This is an optimization exercise on Yosys and OpenROAD, whose aim is small area and a short achievable clock period, not a production implementation.
Function was checked by simulation only, so behaviour that the tests miss may differ from the original.
No driver is modelled on the clock port, so clocking that relies on it looks cheaper here than on a real chip.
Power figures rest on the tool's default switching activity, not on a simulated workload.

==> flow/design.v <==
module fifo_rd_stream #(
    parameter int DATA_WIDTH = 512,
    parameter int RD_LATENCY = 3,
    parameter int BUF_DEPTH  = 8
) (
    input  logic                         i_clk,
    input  logic                         i_rst_n,
    input  logic                         i_enable,
    output logic                         o_fifo_rd,
    input  logic                         i_empty,
    input  logic [DATA_WIDTH-1:0]        i_fifo_data,
    input  logic                         i_fifo_rddata_vld,
    output logic [DATA_WIDTH-1:0]        o_tdata,
    output logic                         o_tvalid,
    input  logic                         i_tready,
    output logic [$clog2(BUF_DEPTH):0]   o_level,
    output logic [$clog2(BUF_DEPTH):0]   o_inflight,
    output logic                         o_error_unexp,
    output logic                         o_error_ovf
);
    localparam int             PW      = $clog2(BUF_DEPTH);
    localparam int             CW      = PW + 1;
    localparam int             SD      = BUF_DEPTH - 1;      
    localparam logic [CW-1:0]  DEPTH_C = CW'(BUF_DEPTH);
    logic w_unused_rd_latency;
    assign w_unused_rd_latency = (RD_LATENCY > 0);
    logic [DATA_WIDTH-1:0] r_head;
    logic [DATA_WIDTH-1:0] r_st [SD];
    logic [SD-1:0]         r_wr_oh;       
    logic [SD-1:0]         r_rd_oh;       
    logic [CW-1:0]         r_level;
    logic [CW-1:0]         r_inflight;
    logic                  r_err_unexp;
    logic                  r_err_ovf;
    logic                  r_tvalid;      
    logic                  r_lvl1;        
    logic                  r_ge2;         
    logic                  r_full;        
    logic                  r_can_issue;   
    logic                  w_issue;
    logic                  w_vld;
    logic                  w_pop;
    logic                  w_wr;
    logic                  w_ovf;
    logic                  w_to_head;
    logic                  w_st_commit;
    logic                  w_st_adv;
    logic [CW-1:0]         w_level_nx;
    logic [CW-1:0]         w_inflight_nx;
    logic [CW:0]           w_committed_nx;
    assign w_issue = i_rst_n & i_enable & ~i_empty & r_can_issue;
    assign w_vld   = i_fifo_rddata_vld;
    assign w_pop   = r_tvalid & i_tready;
    assign w_wr    = w_vld & (~r_full | w_pop);
    assign w_ovf   = w_vld & r_full & ~w_pop;
    assign w_to_head   = ~r_tvalid | (r_lvl1 & i_tready);
    assign w_st_commit = w_wr & ~w_to_head;
    assign w_st_adv    = r_ge2 & i_tready;
    always_comb begin
        w_level_nx = r_level;
        if (w_wr && !w_pop)      w_level_nx = r_level + CW'(1);
        else if (w_pop && !w_wr) w_level_nx = r_level - CW'(1);
        w_inflight_nx = r_inflight;
        if (w_issue && !w_vld)                            w_inflight_nx = r_inflight + CW'(1);
        else if (w_vld && !w_issue && (r_inflight != '0)) w_inflight_nx = r_inflight - CW'(1);
        w_committed_nx = {1'b0, w_inflight_nx} + {1'b0, w_level_nx};
    end
    always_ff @(posedge i_clk or negedge i_rst_n) begin
        if (!i_rst_n) begin
            r_wr_oh     <= SD'(1);
            r_rd_oh     <= SD'(1);
            r_level     <= '0;
            r_inflight  <= '0;
            r_err_unexp <= 1'b0;
            r_err_ovf   <= 1'b0;
            r_tvalid    <= 1'b0;
            r_lvl1      <= 1'b0;
            r_ge2       <= 1'b0;
            r_full      <= 1'b0;
            r_can_issue <= 1'b1;
        end else begin
            r_level     <= w_level_nx;
            r_inflight  <= w_inflight_nx;
            r_tvalid    <= (w_level_nx != '0);
            r_lvl1      <= (w_level_nx == CW'(1));
            r_ge2       <= (w_level_nx >= CW'(2));
            r_full      <= (w_level_nx == DEPTH_C);
            r_can_issue <= (w_committed_nx < {1'b0, DEPTH_C});
            if (w_vld && (r_inflight == '0)) r_err_unexp <= 1'b1;
            if (w_ovf)                       r_err_ovf   <= 1'b1;
            if (w_st_commit) r_wr_oh <= {r_wr_oh[SD-2:0], r_wr_oh[SD-1]};
            if (w_st_adv)    r_rd_oh <= {r_rd_oh[SD-2:0], r_rd_oh[SD-1]};
        end
    end
    always_ff @(posedge i_clk) begin
        for (int k = 0; k < SD; k++) begin
            if (r_wr_oh[k] && (!r_full || i_tready)) r_st[k] <= i_fifo_data;
        end
    end
    logic                  w_h_hold;
    logic                  w_h_in;
    logic [SD-1:0]         w_h_st;
    logic [DATA_WIDTH-1:0] w_head_nx;
    assign w_h_hold = r_tvalid & ~i_tready;
    assign w_h_in   = w_to_head;
    assign w_h_st   = r_rd_oh & {SD{w_st_adv}};
    always_comb begin
        w_head_nx = ({DATA_WIDTH{w_h_hold}} & r_head) | ({DATA_WIDTH{w_h_in}} & i_fifo_data);
        for (int k = 0; k < SD; k++) begin
            w_head_nx = w_head_nx | ({DATA_WIDTH{w_h_st[k]}} & r_st[k]);
        end
    end
    always_ff @(posedge i_clk) begin
        r_head <= w_head_nx;
    end
    assign o_fifo_rd     = w_issue;
    assign o_tvalid      = r_tvalid;
    assign o_tdata       = r_head;
    assign o_level       = r_level;
    assign o_inflight    = r_inflight;
    assign o_error_unexp = r_err_unexp;
    assign o_error_ovf   = r_err_ovf;
endmodule
==> flow/run.sh <==
#!/bin/bash
# synth_recipe.tcl (not shown) runs the flow's synth.tcl, then flattens the netlist and writes it again
# the make line also repeats each setting of config.mk as NAME=value (left out here)
make -C /OpenROAD-flow-scripts/flow DESIGN_CONFIG=/design/flow/config.mk WORK_HOME=/design/flow/orfs CLKGATE_MAP_FILE= SYNTH_SCRIPT=/design/flow/synth_recipe.tcl finish
==> flow/config.mk <==
export PLATFORM = sky130hd
export DESIGN_NAME = fifo_rd_stream
export DESIGN_NICKNAME = fifo_rd_stream
export VERILOG_FILES = /design/flow/design.v
export SDC_FILE = /design/flow/constraint.sdc
export NUM_CORES = 4
export LEC_CHECK = 0
export CAP_MARGIN = 20
export CORE_MARGIN = 2
export CORE_UTILIZATION = 40
export SLEW_MARGIN = 20
export SYNTH_MEMORY_MAX_BITS = 65536
==> flow/constraint.sdc <==
create_clock -name core_clock -period 4.6 [get_ports {i_clk}]
set_input_delay 0.9200 -clock core_clock [delete_from_list [all_inputs] [get_ports {i_clk}]]
set_output_delay 0.9200 -clock core_clock [all_outputs]
set_load 0.01 [all_outputs]
==> results of run 1 <==
[cell usage after synthesis, drive strengths merged, types with 3 or more instances]
library cell  number
and2               7
a222oi           415
dfxtp            512
mux2               8
a22oi            610
ha                 5
edfxtp          3584
nand3            417
and3               8
buf              171
nand2            104
inv                7
nor2               7
dfrtp             26
a21o               8
clkbuf           343
xnor2              4
a22o             512
nand4             99
a211oi             4
a221oi           512
dfstp              3
[worst reg2reg max path, delay by kind of cell, from the launching register on]
kind                       cells  cell delay (ns)
and+or+nand+nor                3             0.95
xor gates and xnor gates       1             0.23
AOI/OAI and AO/OA              2             0.30
buffers and inverters          1             0.10
adders and majority gates      2             0.54
DFF                            1             0.51
[routing by layer]
metal  GRT usage, %  vias up
li1               -    34670
met1           29.1    42456
met2           35.8     3885
met3           5.09      650
met4           7.62       72
met5              0        -
[metrics by stage]
stage | hold slack [ns] | cell area, um^2 | TNS, ns | worst slack, ns
after floorplan | 0.435 | 142000 | -2168.89 | -0.605
after global placement | 0.437 | 161000 | 0 | 0.949
after global routing | 0.449 | 176000 | 0 | 1.22
after detailed placement | 0.444 | 161000 | 0 | 0.978
final | 0.424 | 176000 | 0 | 1.33
after CTS | 0.405 | 175000 | 0 | 1.24
[power groups by stage]
stage | Combinational (mW) | Clock (mW) | Sequential (mW)
2_1_floorplan | 3.69 | 0 | 46.0
3_3_place_gp | 13.1 | 0 | 45.8
3_5_place_dp | 13.2 | 0 | 45.9
4_1_cts | 13.3 | 34.6 | 45.1
5_1_grt | 13.9 | 36.0 | 45.3
6_report | 13.2 | 34.0 | 45.2
[how the worst min path moves through the flow]
stage | start | to | slack (ns) | depth (start not counted)
floorplan | r_st[1][100] | r_head[100] | 0.43 | 2
detailed placement | r_st[1][500] | r_head[500] | 0.44 | 2
finish | r_st[4][227] | r_head[227] | 0.42 | 2
global route | r_st[4][218] | r_head[218] | 0.45 | 2
global placement | r_st[1][215] | r_head[215] | 0.44 | 2
CTS | i_rst_n | r_inflight[2] | 0.41 | 2
[cell families after synthesis]
family / Yosys count / synth area share [%]
flip-flops: 4125 / 83.4
AO/OA/AOI/OAI: 2073 / 12.6
AND/OR/NAND/NOR: 655 / 2.34
buffers and inverters: 521 / 1.49
multiplexers: 8 / 0.0634
adder cells (fa/ha/maj): 6 / 0.0511
XOR/XNOR: 4 / 0.0246
[layout make-up]
| type | instances | area [um^2] | area share, % |
|---|---|---|---|
| Antenna cell | 60 | 150 | 0.0855 |
| Clock buffer | 587 | 11700 | 6.67 |
| Clock inverter | 190 | 2200 | 1.25 |
| Inverter | 7 | 26.3 | 0.0150 |
| Multi-Input combinational cell | 2746 | 21500 | 12.2 |
| Sequential cell | 4125 | 119000 | 67.6 |
| Tap cell | 4730 | 5920 | 3.37 |
| Timing Repair Buffer | 1388 | 15500 | 8.80 |
[state kept, by name (all words and copies together), names as in the netlist, 4 cells and up]
signal and count:
r_level 4, r_wr_oh 7, r_st 3584, r_inflight 4
r_rd_oh 7, r_head 512
==> impl_metrics.csv, run 1 <==
group,metric,value,unit
clocking,cts_setup_buffers,0,
pwr,power_frac_clock,36.8,%
clocking,clkLatencyLatePin,0.99,ns
detailed_routing,maxUsedRoutingLayer,"met5",
clocking,cts_resized,0,
finish,drive_above_1_share,11.0,%
clocking,numClockSinks,4125,
worst_setup_path,worstSetupPathDepth,3,
worst_setup_path,crit_fanout,5,
yosys,yosysWarnings,2,
finish,final_cell_mix,"edfxtp_1, clkdlybuf4s50_1, a22oi_1",
worst_setup_path,end_kind,"output pin",
worst_setup_path,cp_top_family,"buffers and inverters",
yosys,synth_edf_count,3584,
floorplanning,io_pins,1042,
floorplanning,dieArea,360000,um^2
detailed_routing,wl_per_cell,29.9,um
global_route,grt_pass1_wl,583000,um
yosys,synth_ff_type,"edfxtp_1",
global_route,grt_pass1_vias,79965,
pwr,p_seq_share,48.9,%
yosys,synth.largest_area_cell,"edfxtp_1",
worst_setup_path,worst_ep_arrival_time,2.35,ns
yosys,yosysTopAreaCellShare,75.7,%
worst_setup_path,critPathMaxStageDelay,0.56,ns
worst_setup_path,crit_end,"o_fifo_rd",
floorplanning,initial_core_util,40.2,%
clocking,clockRootBuffer,"clkbuf_16",
sta,fin_crit_sh,71.1,%
finish,num-fill-cells,28515,
worst_setup_path,critPathSlowestCell,"clkdlybuf4s50_1",
sta,rsz0062_at_grt,"no",
sta,drv_slew,0,
floorplanning,die_x,600,um
detailed_routing,via_count,81733,
pwr,power_switching,23.2,mW
yosys,syn_nets,7915,
run_status,status,"finished clean",
hold_path,hold_class,"flip-flop to flip-flop",
placement,io_buffers,1041,
pwr,leakage,56.4,nW
worst_setup_path,worstPathRequired,3.68,ns
clocking,cts-hold-fix-buffers,0,
pwr,power.density,526,nW/um^2
detailed_routing,wl,414000,um
sta,skew,0.0748,ns
sta,fmax,306,MHz
detailed_routing,viasPerCell,5.91,
sta,fin_crit,3.27,ns
global_route,overflow,0,
detailed_routing,postRouteAntennaNets,0,
sta,setup_viol,0,
worst_setup_path,rr_endpoint,"r_can_issue",
placement,placed_cells,12996,
floorplanning,core,353000,um^2
clocking,clockBufferDepth,4,
worst_setup_path,reg2reg_depth,9,
global_route,grtUsageTotal,22.0,%
sta,worst_slew_margin_rel,42.2,%
clocking,numCtsBuffers,414,
sta,finalHoldViolCount,0,
placement,post-dp-hpwl,242000,um
pwr,vdd_ir_drop_max,0.407,mV
finish,layoutNonFillerInstCount,13833,
pwr,p_int,69.2,mW
floorplanning,fp.dieH,600,um
clocking,cts_tree,"done",
yosys,ys_ff_latch,4125,
yosys,async_flop_share,0.703,%
worst_setup_path,timing.critical_path.cells,"nand4b_4 > inv_1 > clkdlybuf4s50_1",
detailed_routing,drc_errors,0,
global_route,antenna_found_initial,113,
worst_setup_path,cp.buffers_inverters,2,
detailed_routing,routed-wl-met2,199000,um
detailed_routing,wirelength_met1,163000,um
finish,layout.nets,9205,
clocking,cts.clk_slew.worst_paths,0.06,ns
yosys,avgSynthCellArea,19.2,um^2
yosys,synth-seq-area-share,83.4,%
sta,max_slew.worst_pin.slew,0.867,ns
finish,final_util,49.7,%
worst_setup_path,worstSetupStartpoint,"r_can_issue",
yosys,syn-cell-area,142000,um^2
pwr,comb_power_share,14.3,%
detailed_routing,first_iter_violations,10440,
floorplanning,rows,218,
pwr,switching_share,25.1,%
worst_setup_path,start_kind,"flip-flop",
worst_setup_path,timing.rr.start,"r_inflight[0]",
finish,layout_commonest_cell,"edfxtp_1",
yosys,netlist_top_cells_area,"edfxtp_1, dfxtp_1, a22oi_1",
pwr,total_power,92.4,mW
placement,globalplace.congestion,0.811,
worst_setup_path,reg2reg_slack,1.90,ns
yosys,ys_types,46,
yosys,synthCells,7392,
finish,syn_to_final_growth,23.5,%
detailed_routing,firstDrtPassIters,13,
job,drv_cap,0,
detailed_routing,wl_met3,37500,um
clocking,cts_max_level,5,
worst_setup_path,worst-setup-path-type,"flip-flop to output pin",
global_route,grt_max_degree,94,
==> inputs of run 2 (changes only) <==
--- a/flow/design.v
+++ b/flow/design.v
@@ -37,5 +37,5 @@
     logic                  r_ge2;         
     logic                  r_full;        
-    logic                  r_can_issue;   
+    logic                  r_no_issue;    
     logic                  w_issue;
     logic                  w_vld;
@@ -49,5 +49,5 @@
     logic [CW-1:0]         w_inflight_nx;
     logic [CW:0]           w_committed_nx;
-    assign w_issue = i_rst_n & i_enable & ~i_empty & r_can_issue;
+    assign w_issue = i_enable & ~i_empty & ~r_no_issue;
     assign w_vld   = i_fifo_rddata_vld;
     assign w_pop   = r_tvalid & i_tready;
@@ -78,5 +78,5 @@
             r_ge2       <= 1'b0;
             r_full      <= 1'b0;
-            r_can_issue <= 1'b1;
+            r_no_issue  <= 1'b0;
         end else begin
             r_level     <= w_level_nx;
@@ -86,5 +86,5 @@
             r_ge2       <= (w_level_nx >= CW'(2));
             r_full      <= (w_level_nx == DEPTH_C);
-            r_can_issue <= (w_committed_nx < {1'b0, DEPTH_C});
+            r_no_issue  <= (w_committed_nx >= {1'b0, DEPTH_C});
             if (w_vld && (r_inflight == '0)) r_err_unexp <= 1'b1;
             if (w_ovf)                       r_err_ovf   <= 1'b1;
@@ -105,14 +105,18 @@
     assign w_h_in   = w_to_head;
     assign w_h_st   = r_rd_oh & {SD{w_st_adv}};
-    always_comb begin
-        w_head_nx = ({DATA_WIDTH{w_h_hold}} & r_head) | ({DATA_WIDTH{w_h_in}} & i_fifo_data);
-        for (int k = 0; k < SD; k++) begin
-            w_head_nx = w_head_nx | ({DATA_WIDTH{w_h_st[k]}} & r_st[k]);
-        end
-    end
+    logic [DATA_WIDTH-1:0] w_g0n, w_g1n, w_g2n;
+    fifo_rd_stream_aoi222 #(.W(DATA_WIDTH)) u_g0 (
+        .i_sel({w_h_st[0], w_h_in, w_h_hold}), .i_d0(r_head), .i_d1(i_fifo_data), .i_d2(r_st[0]),
+        .o_yn(w_g0n));
+    fifo_rd_stream_aoi222 #(.W(DATA_WIDTH)) u_g1 (
+        .i_sel(w_h_st[3:1]), .i_d0(r_st[1]), .i_d1(r_st[2]), .i_d2(r_st[3]), .o_yn(w_g1n));
+    fifo_rd_stream_aoi222 #(.W(DATA_WIDTH)) u_g2 (
+        .i_sel(w_h_st[6:4]), .i_d0(r_st[4]), .i_d1(r_st[5]), .i_d2(r_st[6]), .o_yn(w_g2n));
+    fifo_rd_stream_nand3 #(.W(DATA_WIDTH)) u_nand (
+        .i_a(w_g0n), .i_b(w_g1n), .i_c(w_g2n), .o_y(w_head_nx));
     always_ff @(posedge i_clk) begin
         r_head <= w_head_nx;
     end
-    assign o_fifo_rd     = w_issue;
+    assign o_fifo_rd     = i_rst_n & i_enable & ~i_empty & ~r_no_issue;
     assign o_tvalid      = r_tvalid;
     assign o_tdata       = r_head;
@@ -122,2 +126,23 @@
     assign o_error_ovf   = r_err_ovf;
 endmodule
+module fifo_rd_stream_aoi222 #(
+    parameter int W = 1
+) (
+    input  logic [2:0]   i_sel,
+    input  logic [W-1:0] i_d0,
+    input  logic [W-1:0] i_d1,
+    input  logic [W-1:0] i_d2,
+    output logic [W-1:0] o_yn
+);
+    assign o_yn = ~(({W{i_sel[0]}} & i_d0) | ({W{i_sel[1]}} & i_d1) | ({W{i_sel[2]}} & i_d2));
+endmodule
+module fifo_rd_stream_nand3 #(
+    parameter int W = 1
+) (
+    input  logic [W-1:0] i_a,
+    input  logic [W-1:0] i_b,
+    input  logic [W-1:0] i_c,
+    output logic [W-1:0] o_y
+);
+    assign o_y = ~(i_a & i_b & i_c);
+endmodule
==> flow/flow/run.sh (new file) <==
#!/bin/bash
# Standard ORFS layout (the standard.sh, synthesis unchanged) with:
#  - port buffers built from buf_1 instead of the default pick (a slow clock-delay cell),
#  - clock tree without dummy loads.
set -euo pipefail
bash standard.sh \
  "BUFFER_PORTS_ARGS=-buffer_cell sky130_fd_sc_hd__buf_1" \
  "CTS_ARGS=-sink_clustering_enable -repair_clock_nets -dont_use_dummy_load" \
  finish > flow_standard.log 2>&1
==> flow/standard.sh (new file) <==
#!/bin/bash
# synth_recipe.tcl (not shown) runs the flow's synth.tcl, then flattens the netlist and writes it again
# the make line also repeats each setting of config.mk as NAME=value (left out here)
make -C /OpenROAD-flow-scripts/flow DESIGN_CONFIG=/design/flow/config.mk WORK_HOME=/design/flow/orfs CLKGATE_MAP_FILE= SYNTH_SCRIPT=/design/flow/synth_recipe.tcl "${@:-finish}"
--- a/flow/config.mk
+++ b/flow/config.mk
@@ -8,5 +8,9 @@
 export CAP_MARGIN = 20
 export CORE_MARGIN = 2
-export CORE_UTILIZATION = 40
+export CORE_UTILIZATION = 60
+export PLACE_DENSITY = 0.7
+export SETUP_SLACK_MARGIN = 2.0
 export SLEW_MARGIN = 20
+export SYNTH_HIERARCHICAL = 1
 export SYNTH_MEMORY_MAX_BITS = 65536
+export SYNTH_MINIMUM_KEEP_SIZE = 0
removed: flow/run.sh
==> run 2 against run 1 <==
Still clean on timing, DRC and antenna. Cell area is 9.5% lower. Flip-flop and latch count unchanged. Combinational power shrank 35%. Clock skew grew 0.053 ns.
==> impl_metrics.csv, run 2 <==
group,metric,value,unit
run_status,status,"finished clean",
clocking,cts_tree,"done",
worst_setup_path,worst-setup-path-type,"flip-flop to output pin",
global_route,grt_max_degree,112,
worst_setup_path,crit_fanout,2,
worst_setup_path,reg2reg_depth,12,
placement,io_buffers,1041,
floorplanning,initial_core_util,60.4,%
finish,syn_to_final_growth,11.9,%
finish,drive_above_1_share,9.58,%
sta,setup_viol,0,
global_route,overflow,0,
clocking,cts.clk_slew.worst_paths,0.06,ns
worst_setup_path,worstPathRequired,3.68,ns
floorplanning,io_pins,1042,
yosys,yosysTopAreaCellShare,75.8,%
yosys,synth.largest_area_cell,"edfxtp_1",
global_route,grtUsageTotal,30.0,%
worst_setup_path,worst_ep_arrival_time,1.86,ns
yosys,synth_commonest_cells,"edfxtp_1, a222oi_1, nand3_1",
yosys,synth_most_common_cell,"edfxtp_1",
yosys,synth_ff_type,"edfxtp_1",
worst_setup_path,start_kind,"flip-flop",
clocking,clockBufferDepth,4,
global_route,antenna_found_initial,125,
finish,num-fill-cells,14933,
finish,largest_register,"r_st",
worst_setup_path,timing.rr.start,"r_inflight[0]",
detailed_routing,drc_errors,0,
clocking,clockRootBuffer,"clkbuf_16",
sta,worst_slew_margin_rel,42.8,%
yosys,synthCells,6794,
floorplanning,rows,178,
detailed_routing,wl,374000,um
global_route,grt_pass1_wl,534000,um
yosys,ys_ff_latch,4125,
finish,layout_commonest_cell,"edfxtp_1",
yosys,yosysWarnings,9,
finish,layoutNonFillerInstCount,11137,
sta,fmax,360,MHz
placement,placed_cells,10658,
floorplanning,dieArea,240000,um^2
yosys,syn-cell-area,142000,um^2
yosys,avgSynthCellArea,20.9,um^2
pwr,vdd_ir_drop_max,0.460,mV
hold_path,hold_class,"input pin to flip-flop",
detailed_routing,viasPerCell,7.19,
worst_setup_path,rr_endpoint,"r_no_issue",
yosys,syn_nets,7319,
pwr,power.density,495,nW/um^2
clocking,clkLatencyLatePin,1.01,ns
sta,rsz0062_at_grt,"yes",
finish,reg.largest.list,"r_st (3584), r_head (512)",
sta,max_slew.worst_pin.slew,0.856,ns
pwr,leakage,50.4,nW
yosys,ys_types,51,
hold_path,hold_depth,1,
floorplanning,die_x,490,um
placement,post-dp-hpwl,205000,um
detailed_routing,via_count,80094,
hold_path,worstHoldStart,"i_fifo_data[83]",
yosys,netlist_top_cells_area,"edfxtp_1, a222oi_1, dfxtp_1",
yosys,synth-seq-area-share,83.6,%
clocking,cts_max_level,5,
finish,largest_reg_flops,3584,
detailed_routing,first_iter_violations,16669,
clocking,numClockSinks,4125,
clocking,numCtsBuffers,405,
sta,skew,0.128,ns
detailed_routing,postRouteAntennaNets,0,
sta,fin_crit,2.78,ns
worst_setup_path,reg2reg_slack,2.00,ns
placement,globalplace.congestion,0.805,
worst_setup_path,end_kind,"output pin",
yosys,synth_edf_count,3584,
floorplanning,fp.dieH,490,um
floorplanning,core,235000,um^2
sta,fin_crit_sh,60.4,%
job,drv_cap,0,
sta,drv_slew,0,
detailed_routing,wl_per_cell,33.6,um
yosys,async_flop_share,0.703,%
global_route,grt_pass1_vias,77018,
hold_path,holdPathEnd,"r_st[0][83]",
finish,final_cell_mix,"edfxtp_1, a222oi_1, buf_1",
detailed_routing,firstDrtPassIters,13,
finish,final_util,67.5,%
sta,finalHoldViolCount,0,
finish,layout.nets,8453,
[run 2: final cells by class]
| cell class | count | area (um^2) | area share, % |
|---|---|---|---|
| repair buffers | 1243 | 7150 | 4.50 |
| multi-input cells | 2145 | 18800 | 11.8 |
| flip-flops and latches | 4125 | 119000 | 74.7 |
| clock buffers | 405 | 10100 | 6.38 |
| well taps | 3150 | 3940 | 2.48 |
| inverters | 8 | 30.0 | 0.0189 |
| diodes | 61 | 153 | 0.0961 |
[run 2: how the worst max path moves through the flow]
stage                     from      endpoint  slack [ns]  cells past startpoint
CTS                 r_no_issue     o_fifo_rd        1.74                      3
global route        r_no_issue     o_fifo_rd        1.75                      3
global placement      i_tready  r_st[0][476]        1.08                      4
detailed placement    i_tready   r_st[6][99]        1.01                      4
finish              r_no_issue     o_fifo_rd        1.82                      3
floorplan             i_tready    r_st[0][0]       -0.47                      2
[run 2: timing repair]
action,in CTS,in global routing
endpoints found under the setup margin,125,155
hold buffers,0,0
buffers inserted,8,5
resized for setup,101,23
pin swaps,1,3
[run 2: per-stage QoR]
step / setup TNS (ns) / power, mW / cell area, um^2 / setup slack, ns / hold slack (ns)
3_5_place_dp: 0 / 51.4 / 148000 / 1.01 / 0.451
5_1_grt: 0 / 80.8 / 159000 / 1.75 / 0.215
2_1_floorplan: -1686.22 / 48.4 / 142000 / -0.470 / 0.440
4_1_cts: 0 / 78.7 / 159000 / 1.74 / 0.171
6_report: 0 / 78.6 / 159000 / 1.82 / 0.250
3_3_place_gp: 0 / 51.1 / 148000 / 1.08 / 0.446
[run 2: logic make-up (layout without fill, tap and decap cells)]
group,after synthesis,count (layout),share of synthesized area [%]
compound gates,1559,1559,11.0
xor+xnor,6,6,0.0423
fa+ha+maj,8,8,0.0696
buf+inv,524,1656,3.25
flops,4125,4125,83.6
mux,9,9,0.0820
other cells,0,61,0
simple gates,563,563,2.03
[run 2: worst max-delay path: stages (launching register included)]
cell and delay, ns:
dfrtp_1 0.43, nor3b_4 0.21, and2_4 0.17, buf_6 0.11
[run 2: layer usage]
metal / vias up / GRT usage [%] / wire length, um
met2: 5933 / 44.9 / 173000
li1: 32767 / - / -
met3: 729 / 8.82 / 50400
met4: 114 / 13.0 / 16200
met5: - / 0 / 724
met1: 40551 / 41.3 / 133000
[run 2: where the power goes]
group	total (mW)	internal [mW]	leakage (nW)	switching, mW
registers	42.5	41.7	36.8	0.774
logic	8.56	3.01	8.69	5.55
clock network	27.5	15.3	4.99	12.2
total	78.6	60.1	50.4	18.5
==> inputs of run 3 (changes only) <==
==> flow/flow/run.sh (replaced) <==
#!/bin/bash
# Standard ORFS layout (the standard.sh, synthesis unchanged) with:
#  - port buffers built from buf_1 instead of the default pick (a slow clock-delay cell),
#  - a clock tree with larger sink clusters and no dummy loads,
#  - the reset's removal-check delay placed on the flip-flop branch only (flow/rst_branch.tcl).
set -euo pipefail
here=$(pwd)
bash standard.sh \
  "BUFFER_PORTS_ARGS=-buffer_cell sky130_fd_sc_hd__buf_1" \
  "CTS_ARGS=-sink_clustering_enable -repair_clock_nets -dont_use_dummy_load -sink_clustering_size 30 -sink_clustering_max_diameter 100" \
  "PRE_CTS_TCL=$here/flow/rst_branch.tcl" \
  finish > flow_standard.log 2>&1
==> flow/flow/rst_branch.tcl (new file) <==
# PRE_CTS hook: the reset port feeds both the combinational o_fifo_rd gate and the flip-flops'
# asynchronous reset pins. Those pins need extra delay for their removal (hold) check; put a
# delay buffer on that branch only, so the o_fifo_rd path is not slowed, and keep hold repair
# from adding its delay on the shared port net.
set blk [ord::get_db_block]
set pnet [$blk findNet i_rst_n]
set inbuf ""
foreach it [$pnet getITerms] {
  if {[$it isInputSignal]} { set inbuf [$it getInst] }
}
if {$inbuf ne ""} {
  set onet ""
  foreach it [$inbuf getITerms] { if {[$it isOutputSignal]} { set onet [$it getNet] } }
  set loads {}
  foreach it [$onet getITerms] {
    if {![$it isInputSignal]} continue
    set m [[$it getInst] getMaster]
    set pin [[$it getMTerm] getName]
    set mn [$m getName]
    if {$pin eq "RESET_B" || $pin eq "SET_B" || [string match "*__buf_*" $mn] || [string match "*__clkbuf_*" $mn]} {
      lappend loads [get_pins "[[$it getInst] getName]/$pin"]
    }
  }
  puts "rst_branch: [llength $loads] loads moved behind a delay buffer on [$onet getName]"
  if {[llength $loads] > 0} {
    insert_buffer -buffer_cell sky130_fd_sc_hd__dlygate4sd3_1 -net [get_nets [$onet getName]] \
      -load_pins $loads -buffer_name rst_dly_buf -net_name rst_dly
  }
  set_dont_touch [get_nets i_rst_n]
  set_dont_touch [get_nets [$onet getName]]
}
--- a/flow/config.mk
+++ b/flow/config.mk
@@ -10,5 +10,5 @@
 export CORE_UTILIZATION = 60
 export PLACE_DENSITY = 0.7
-export SETUP_SLACK_MARGIN = 2.0
+export SETUP_SLACK_MARGIN = 2.2
 export SLEW_MARGIN = 20
 export SYNTH_HIERARCHICAL = 1
==> run 3 against run 2 <==
Synthesized cell count unchanged. Cell count down 2.0%. Fmax up 3.3%. Power down 14%. Clock skew up 0.0095 ns. Largest cell class unchanged.
==> impl_metrics.csv, run 3 <==
group,metric,value,unit
worst_setup_path,crit_fanout,3,
yosys,synth_ff_type,"edfxtp_1",
placement,io_buffers,1041,
worst_setup_path,rr_endpoint,"r_no_issue",
detailed_routing,firstDrtPassIters,11,
worst_setup_path,worstPathRequired,5.28,ns
detailed_routing,viasPerCell,7.21,
pwr,vdd_ir_drop_max,0.479,mV
clocking,cts_tree,"done",
global_route,grtUsageTotal,29.3,%
global_route,grt_pass1_wl,523000,um
finish,final_cell_mix,"edfxtp_1, a222oi_1, buf_1",
floorplanning,dieArea,240000,um^2
sta,max_slew.worst_pin.slew,0.790,ns
worst_setup_path,crit_end,"r_no_issue",
worst_setup_path,reg2reg_slack,1.91,ns
worst_setup_path,timing.rr.start,"r_inflight[1]",
yosys,syn-cell-area,142000,um^2
finish,largest_reg_flops,3584,
sta,skew,0.138,ns
sta,setup_slack,1.91,ns
floorplanning,die_x,490,um
sta,fin_crit_sh,58.5,%
floorplanning,io_pins,1042,
floorplanning,initial_core_util,60.4,%
yosys,avgSynthCellArea,20.9,um^2
clocking,numCtsBuffers,158,
worst_setup_path,critPathSlowestCell,"or4_1",
clocking,numClockSinks,4125,
sta,setup_viol,0,
yosys,synth.largest_area_cell,"edfxtp_1",
floorplanning,rows,178,
detailed_routing,wl_per_cell,33.7,um
yosys,synth_commonest_cells,"edfxtp_1, a222oi_1, nand3_1",
global_route,grt_pass1_vias,74522,
yosys,syn_nets,7319,
finish,final_util,65.2,%
placement,globalplace.congestion,0.805,
worst_setup_path,critPathMaxStageDelay,0.40,ns
sta,drv_slew,0,
pwr,power.density,442,nW/um^2
yosys,netlist_top_cells_area,"edfxtp_1, a222oi_1, dfxtp_1",
yosys,ys_types,51,
global_route,grt_max_degree,112,
worst_setup_path,worst_ep_arrival_time,3.37,ns
global_route,overflow,0,
worst_setup_path,timing.critical_path.cells,"inv_1 > ha_1 > nor3b_2 > or4_1 > nor3_1 > a41oi_1 > xnor2_1 > ha_1 > nor2b_1 > maj3_2 > o21ai_1 > nand3_1",
placement,dp_slack,1.01,ns
worst_setup_path,start_kind,"flip-flop",
run_status,status,"finished clean",
yosys,ys_ff_latch,4125,
finish,layout.nets,8221,
sta,fmax,372,MHz
pwr,leakage,48.3,nW
floorplanning,core,235000,um^2
hold_path,hold_class,"input pin to flip-flop",
worst_setup_path,worstSetupStartpoint,"r_inflight[1]",
sta,finalHoldViolCount,0,
yosys,synthCells,6794,
worst_setup_path,worstSetupPathDepth,12,
sta,fin_crit,2.69,ns
yosys,synth_edf_count,3584,
worst_setup_path,cp_top_family,"simple AND/OR/NAND/NOR gates",
job,drv_cap,0,
detailed_routing,wl,368000,um
detailed_routing,drc_errors,0,
finish,largest_register,"r_st",
yosys,yosysTopAreaCellShare,75.8,%
detailed_routing,first_iter_violations,17082,
yosys,async_flop_share,0.703,%
global_route,antenna_found_initial,127,
finish,syn_to_final_growth,8.03,%
placement,post-dp-hpwl,205000,um
worst_setup_path,end_kind,"flip-flop",
yosys,synth-seq-area-share,83.6,%
worst_setup_path,worst-setup-path-type,"flip-flop to flip-flop",
clocking,cts.clk_slew.worst_paths,0.11,ns
yosys,synth_most_common_cell,"edfxtp_1",
yosys,yosysWarnings,9,
worst_setup_path,cp.buffers_inverters,1,
clocking,clkLatencyLatePin,0.85,ns
pwr,total_power,67.7,mW
sta,rsz0062_at_grt,"yes",
worst_setup_path,reg2reg_depth,12,
detailed_routing,via_count,78679,
detailed_routing,postRouteAntennaNets,0,
worst_setup_path,cpMostUsedCell,"ha_1",
finish,drive_above_1_share,9.84,%
floorplanning,fp.dieH,490,um
sta,worst_slew_margin_rel,47.4,%
sta,fin_hold_ws,0.399,ns
finish,layout_commonest_cell,"edfxtp_1",
sta,tns,0,ns
finish,reg.largest.list,"r_st (3584), r_head (512)",
run 3: worst min-delay path by stage:
stage / from / end / slack [ns] / depth (start not counted)
finish: i_fifo_data[265] / r_st[3][265] / 0.40 / 1
global route: i_fifo_data[266] / r_st[4][266] / 0.36 / 1
CTS: i_fifo_data[96] / r_st[2][96] / 0.34 / 1
detailed placement: r_st[3][236] / r_head[236] / 0.45 / 2
global placement: r_st[3][83] / r_head[83] / 0.45 / 2
floorplan: r_st[3][0] / r_head[0] / 0.44 / 2
run 3: what timing repair did:
item	in CTS	in global routing
pin swaps	2	4
endpoints found under the setup margin	3291	125
hold endpoints to repair	0	0
resized for setup	338	63
buffers inserted	13	11
cloned	1	2
hold buffers	0	0
run 3: area by class of cell, clock buffers not listed:
type,count,area (um^2)
repair buffers,1257,7720
diodes,74,185
multi-input cells,2146,18800
well taps,3150,3940
fillers,15583,81800
flip-flops and latches,4125,119000
inverters,8,30.0
run 3: layer usage:
layer  vias up  track usage [%]  part of all wire, %
met5         -                0                 0.17
met4       102             12.4                  4.3
met3       644             7.55                   13
met2      5536             44.3                   47
met1     40129             41.0                   36
li1      32268                -                    -
run 3: kinds of logic after synthesis:
logic type	Yosys count	synth area share, %
AOI/OAI and AO/OA	1559	11.0
xor gates and xnor gates	6	0.0423
adders and majority gates	8	0.0696
buffers and inverters	524	3.25
DFF	4125	83.6
muxes	9	0.0820
and+or+nand+nor	563	2.03
run 3: metrics by stage:
stage          cell area, um^2  instances
2_1_floorplan           142000       6794
3_3_place_gp            148000      10658
3_5_place_dp            148000      10658
4_1_cts                 153000      10831
5_1_grt                 153000      10900
6_report                153000      10918
run 3: power breakdown:
part | switching [mW] | total, mW | internal (mW)
clock network | 10.2 | 16.4 | 6.20
registers | 0.753 | 42.4 | 41.7
logic | 5.63 | 8.86 | 3.23
==> inputs of run 4 (changes only) <==
--- a/flow/design.v
+++ b/flow/design.v
@@ -105,14 +105,10 @@
     assign w_h_in   = w_to_head;
     assign w_h_st   = r_rd_oh & {SD{w_st_adv}};
-    logic [DATA_WIDTH-1:0] w_g0n, w_g1n, w_g2n;
-    fifo_rd_stream_aoi222 #(.W(DATA_WIDTH)) u_g0 (
-        .i_sel({w_h_st[0], w_h_in, w_h_hold}), .i_d0(r_head), .i_d1(i_fifo_data), .i_d2(r_st[0]),
-        .o_yn(w_g0n));
-    fifo_rd_stream_aoi222 #(.W(DATA_WIDTH)) u_g1 (
-        .i_sel(w_h_st[3:1]), .i_d0(r_st[1]), .i_d1(r_st[2]), .i_d2(r_st[3]), .o_yn(w_g1n));
-    fifo_rd_stream_aoi222 #(.W(DATA_WIDTH)) u_g2 (
-        .i_sel(w_h_st[6:4]), .i_d0(r_st[4]), .i_d1(r_st[5]), .i_d2(r_st[6]), .o_yn(w_g2n));
-    fifo_rd_stream_nand3 #(.W(DATA_WIDTH)) u_nand (
-        .i_a(w_g0n), .i_b(w_g1n), .i_c(w_g2n), .o_y(w_head_nx));
+    always_comb begin
+        w_head_nx = ({DATA_WIDTH{w_h_hold}} & r_head) | ({DATA_WIDTH{w_h_in}} & i_fifo_data);
+        for (int k = 0; k < SD; k++) begin
+            w_head_nx = w_head_nx | ({DATA_WIDTH{w_h_st[k]}} & r_st[k]);
+        end
+    end
     always_ff @(posedge i_clk) begin
         r_head <= w_head_nx;
@@ -126,23 +122,2 @@
     assign o_error_ovf   = r_err_ovf;
 endmodule
-module fifo_rd_stream_aoi222 #(
-    parameter int W = 1
-) (
-    input  logic [2:0]   i_sel,
-    input  logic [W-1:0] i_d0,
-    input  logic [W-1:0] i_d1,
-    input  logic [W-1:0] i_d2,
-    output logic [W-1:0] o_yn
-);
-    assign o_yn = ~(({W{i_sel[0]}} & i_d0) | ({W{i_sel[1]}} & i_d1) | ({W{i_sel[2]}} & i_d2));
-endmodule
-module fifo_rd_stream_nand3 #(
-    parameter int W = 1
-) (
-    input  logic [W-1:0] i_a,
-    input  logic [W-1:0] i_b,
-    input  logic [W-1:0] i_c,
-    output logic [W-1:0] o_y
-);
-    assign o_y = ~(i_a & i_b & i_c);
-endmodule
--- a/flow/config.mk
+++ b/flow/config.mk
@@ -12,5 +12,3 @@
 export SETUP_SLACK_MARGIN = 2.2
 export SLEW_MARGIN = 20
-export SYNTH_HIERARCHICAL = 1
 export SYNTH_MEMORY_MAX_BITS = 65536
-export SYNTH_MINIMUM_KEEP_SIZE = 0
==> run 4 against run 3 <==
Still clean. Cell count rose by 6.0%. Fmax fell by 1.3%. Combinational power fell by 3.3%. Cell area rose by 2.3%. Worst hold slack got worse by 0.061 ns. Sequential share of layout area fell by 1.6 points. Sequential power barely moved. Clock skew fell by 0.054 ns. Critical path depth did not move.
==> impl_metrics.csv, run 4 <==
group,metric,value,unit
run_status,status,"finished clean",
global_route,overflow,0,
clocking,clkLatencyLatePin,0.85,ns
clocking,cts_tree,"done",
yosys,syn_nets,7895,
detailed_routing,wl,371000,um
global_route,grt_pass1_wl,531000,um
placement,placedInstanceArea,152000,um^2
worst_setup_path,reg2reg_slack,1.87,ns
placement,post-dp-hpwl,216000,um
finish,layout_commonest_cell,"edfxtp_1",
pwr,leakage,50.0,nW
floorplanning,fp.dieH,491,um
worst_setup_path,cp.buffers_inverters,1,
yosys,netlist_top_cells_area,"edfxtp_1, dfxtp_1, a221oi_1",
clocking,numClockSinks,4125,
detailed_routing,first_iter_violations,12213,
sta,fin_crit,2.73,ns
worst_setup_path,cpMostUsedCell,"ha_1",
pwr,total_power,67.5,mW
detailed_routing,drc_errors,0,
yosys,synth_fa_ha_area_share,0.0694,%
global_route,antenna_found_initial,133,
pwr,power_frac_clock,24.3,%
sta,skew,0.0834,ns
clocking,cts-hold-fix-buffers,0,
pwr,p_int,50.9,mW
yosys,synth-simple-area-share,2.25,%
global_route,gr-usage-met3,7.44,%
worst_setup_path,end_kind,"flip-flop",
sta,fmax,367,MHz
finish,drive_above_1_share,11.2,%
finish,reg.largest.list,"r_st (3584), r_head (512)",
worst_setup_path,start_kind,"flip-flop",
finish,largest_register,"r_st",
finish,stdcell_area,157000,um^2
worst_setup_path,worstPathRequired,5.33,ns
floorplanning,core,236000,um^2
sta,finalHoldViolCount,0,
detailed_routing,wl_per_cell,32.1,um
worst_setup_path,critPathSlowestCell,"or4_4",
hold_path,hold_class,"input pin to async pin",
finish,num-fill-cells,15523,
worst_setup_path,cp_top_family,"simple AND/OR/NAND/NOR gates",
job,drv_cap,0,
sta,setup_viol,0,
clocking,cts.clk_slew.worst_paths,0.11,ns
yosys,synth_compound_area_share,12.6,%
yosys,synth_edf_count,3584,
pwr,vdd_ir_drop_max,0.458,mV
detailed_routing,via_count,80080,
worst_setup_path,crit_fanout,3,
yosys,synthMuxAreaShare,0.0791,%
sta,worst_slew_margin_rel,37.0,%
pwr,comb_power_share,12.7,%
sta,drv_slew,0,
global_route,grt_most_used_layer,"met2",
floorplanning,initial_core_util,60.4,%
worst_setup_path,worst_ep_arrival_time,3.46,ns
global_route,grtUsageMet1,41.2,%
sta,rsz0062_at_grt,"yes",
yosys,syn-cell-area,142000,um^2
yosys,async_flop_share,0.703,%
clocking,numCtsBuffers,157,
worst_setup_path,worst-setup-path-type,"flip-flop to flip-flop",
finish,final_cell_mix,"edfxtp_1, buf_1, a22oi_1",
yosys,synth.largest_area_cell,"edfxtp_1",
worst_setup_path,timing.critical_path.cells,"inv_1 > ha_1 > nor3b_2 > or4_4 > nor3_2 > a41oi_1 > xnor2_1 > ha_1 > nor2b_1 > maj3_2 > o21ai_1 > nand3_1",
detailed_routing,firstDrtPassIters,9,
yosys,synth_ff_type,"edfxtp_1",
yosys,yosysTopAreaCellShare,75.6,%
worst_setup_path,critPathMaxStageDelay,0.43,ns
placement,globalplace.congestion,0.844,
finish,syn_to_final_growth,10.2,%
pwr,power.density,430,nW/um^2
yosys,synthCells,7370,
finish,largest_reg_flops,3584,
sta,max_slew.worst_pin.slew,0.945,ns
finish,layout.nets,8875,
detailed_routing,viasPerCell,6.92,
global_route,grt_pass1_vias,75739,
pwr,switching_share,24.5,%
floorplanning,rows,178,
yosys,ys_types,54,
floorplanning,dieArea,241000,um^2
yosys,avgSynthCellArea,19.3,um^2
global_route,grt_max_degree,103,
pwr,p_seq_share,63.0,%
global_route,grt_util_met2,45.7,%
global_route,grtUsageTotal,29.7,%
yosys,ys_ff_latch,4125,
yosys,synth_commonest_cells,"edfxtp_1, a22oi_1, a221oi_1, a22o_1, dfxtp_1",
yosys,yosysWarnings,2,
sta,fin_crit_sh,59.3,%
floorplanning,io_pins,1042,
pwr,power_switching,16.5,mW
floorplanning,die_x,491,um
yosys,synth_most_common_cell,"edfxtp_1",
placement,io_buffers,1041,
yosys,synth-seq-area-share,83.3,%
yosys,synthXorXnorAreaFrac,0.0369,%
detailed_routing,postRouteAntennaNets,0,
yosys,synth_top_family_by_area,"compound AO/OA/AOI/OAI gates",
run 4: changes by cell type in the layout (fill, tap and decap cells not counted), moves of 48 or more:
cell / change
a222oi_1: -1089
a22oi_1: +577
a221oi_1: +512
a22o_1: +512
buf_4: +127
nand2_1: +66
nand3_1: -65
nand4_1: +65
dfxtp_1: -56
buf_1: -48
run 4: through the flow:
stage                     cells  util, %  TNS [ns]  hold WS (ns)  worst slack, ns
after detailed placement  11310     64.3         0         0.447            0.940
final                     11577     66.5         0         0.338             1.87
after CTS                 11493     66.4         0         0.223             1.82
after floorplan            7370        -  -2098.68         0.435           -0.586
after global placement    11310     64.3         0         0.438            0.858
after global routing      11544     66.5         0         0.289             1.78
run 4: what timing repair did:
action	CTS	global route
resized for setup	543	15
gates cloned	4	2
pin swaps	8	2
buffers inserted	21	3
setup endpoints to repair	2762	149
run 4: final timing paths:
check | startpoint | depth (start not counted) | end
max in group asynchronous | i_rst_n | 3 | r_tvalid
max reg2reg | r_inflight[0] | 12 | r_no_issue
min in group core_clock | i_fifo_data[182] | 1 | r_st[3][182]
min reg2reg | r_st[0][420] | 2 | r_head[420]
max | r_inflight[0] | 12 | r_no_issue
min | i_rst_n | 3 | r_rd_oh[6]
run 4: cell families (layout without fill, tap and decap cells):
family                   Yosys count  in the layout
flip-flops                      4125           4125
AO/OA/AOI/OAI                   2071           2071
AND/OR/NAND/NOR                  628            633
buffers and inverters            523           1496
multiplexers                       9              9
adder cells (fa/ha/maj)            8              8
XOR/XNOR                           6              6
other                              0             79
run 4: cell type report, clock buffers not listed:
cell class / count / area (um^2) / area share [%]
diodes: 79 / 198 / 0.126
inverters: 8 / 30.0 / 0.0192
multi-input cells: 2727 / 21600 / 13.8
flip-flops and latches: 4125 / 119000 / 75.8
well taps: 3150 / 3940 / 2.51
repair buffers: 1331 / 8340 / 5.32
run 4: tightest hold or removal path: cells and delay by family:
family	cells	cell delay, ns
buffers and inverters	3	0.59
run 4: power groups by stage:
stage	Clock, mW	Combinational [mW]	Sequential (mW)
floorplan	0	3.81	43.5
global placement	0	7.75	43.3
detailed placement	0	7.97	43.3
CTS	16.6	8.43	42.5
global route	17.7	9.13	42.6
finish	16.4	8.57	42.5
run 4: metal layers:
metal / wire length [um] / up-vias
li1: - / 33605
met1: 139000 / 41342
met2: 175000 / 4477
met3: 41600 / 572
met4: 14700 / 84
met5: 551 / -

==> what the ideal ports hide <==
Ports are ideal in the flow. The routed layouts listed here were re-timed in OpenROAD. Step 1 (the two cells are an assumption about what drives the block):
set clk [get_ports {i_clk}]
set_driving_cell -lib_cell sky130_fd_sc_hd__clkbuf_16 $clk
set_driving_cell -lib_cell sky130_fd_sc_hd__buf_2 [delete_from_list [all_inputs] $clk]
Step 2 times the ports against the registers' clock, not the clock port: input delays grow and output delays shrink by t, the midpoint of the rising clock arrivals with the driver on. Slacks: ideal / step 1 / step 2; pairs: ideal / step 1.
run | t, ns | setup WS [ns] | hold slack, ns | latest minus earliest clock arrival (ns) | slew at the worst register clock pin (ns)
run 1 | 1.046 | 1.329 / 1.224 / 1.027 | 0.424 / 0.399 / 0.424 | 0.086 / 0.086 | 0.07 / 0.07
run 2 | 1.052 | 1.822 / 1.722 / 1.203 | 0.250 / 0.176 / 0.382 | 0.135 / 0.135 | 0.07 / 0.07
run 3 | 0.881 | 1.910 / 1.862 / 1.204 | 0.399 / 0.331 / 0.408 | 0.152 / 0.152 | 0.11 / 0.11
run 4 | 0.913 | 1.874 / 1.789 / 1.211 | 0.338 / 0.267 / 0.411 | 0.098 / 0.098 | 0.11 / 0.11
After both steps setup and hold are still met in every run listed. The setup slack of run 3, which loses most, moves by -0.048 ns with the drivers and by -0.706 ns with both steps.
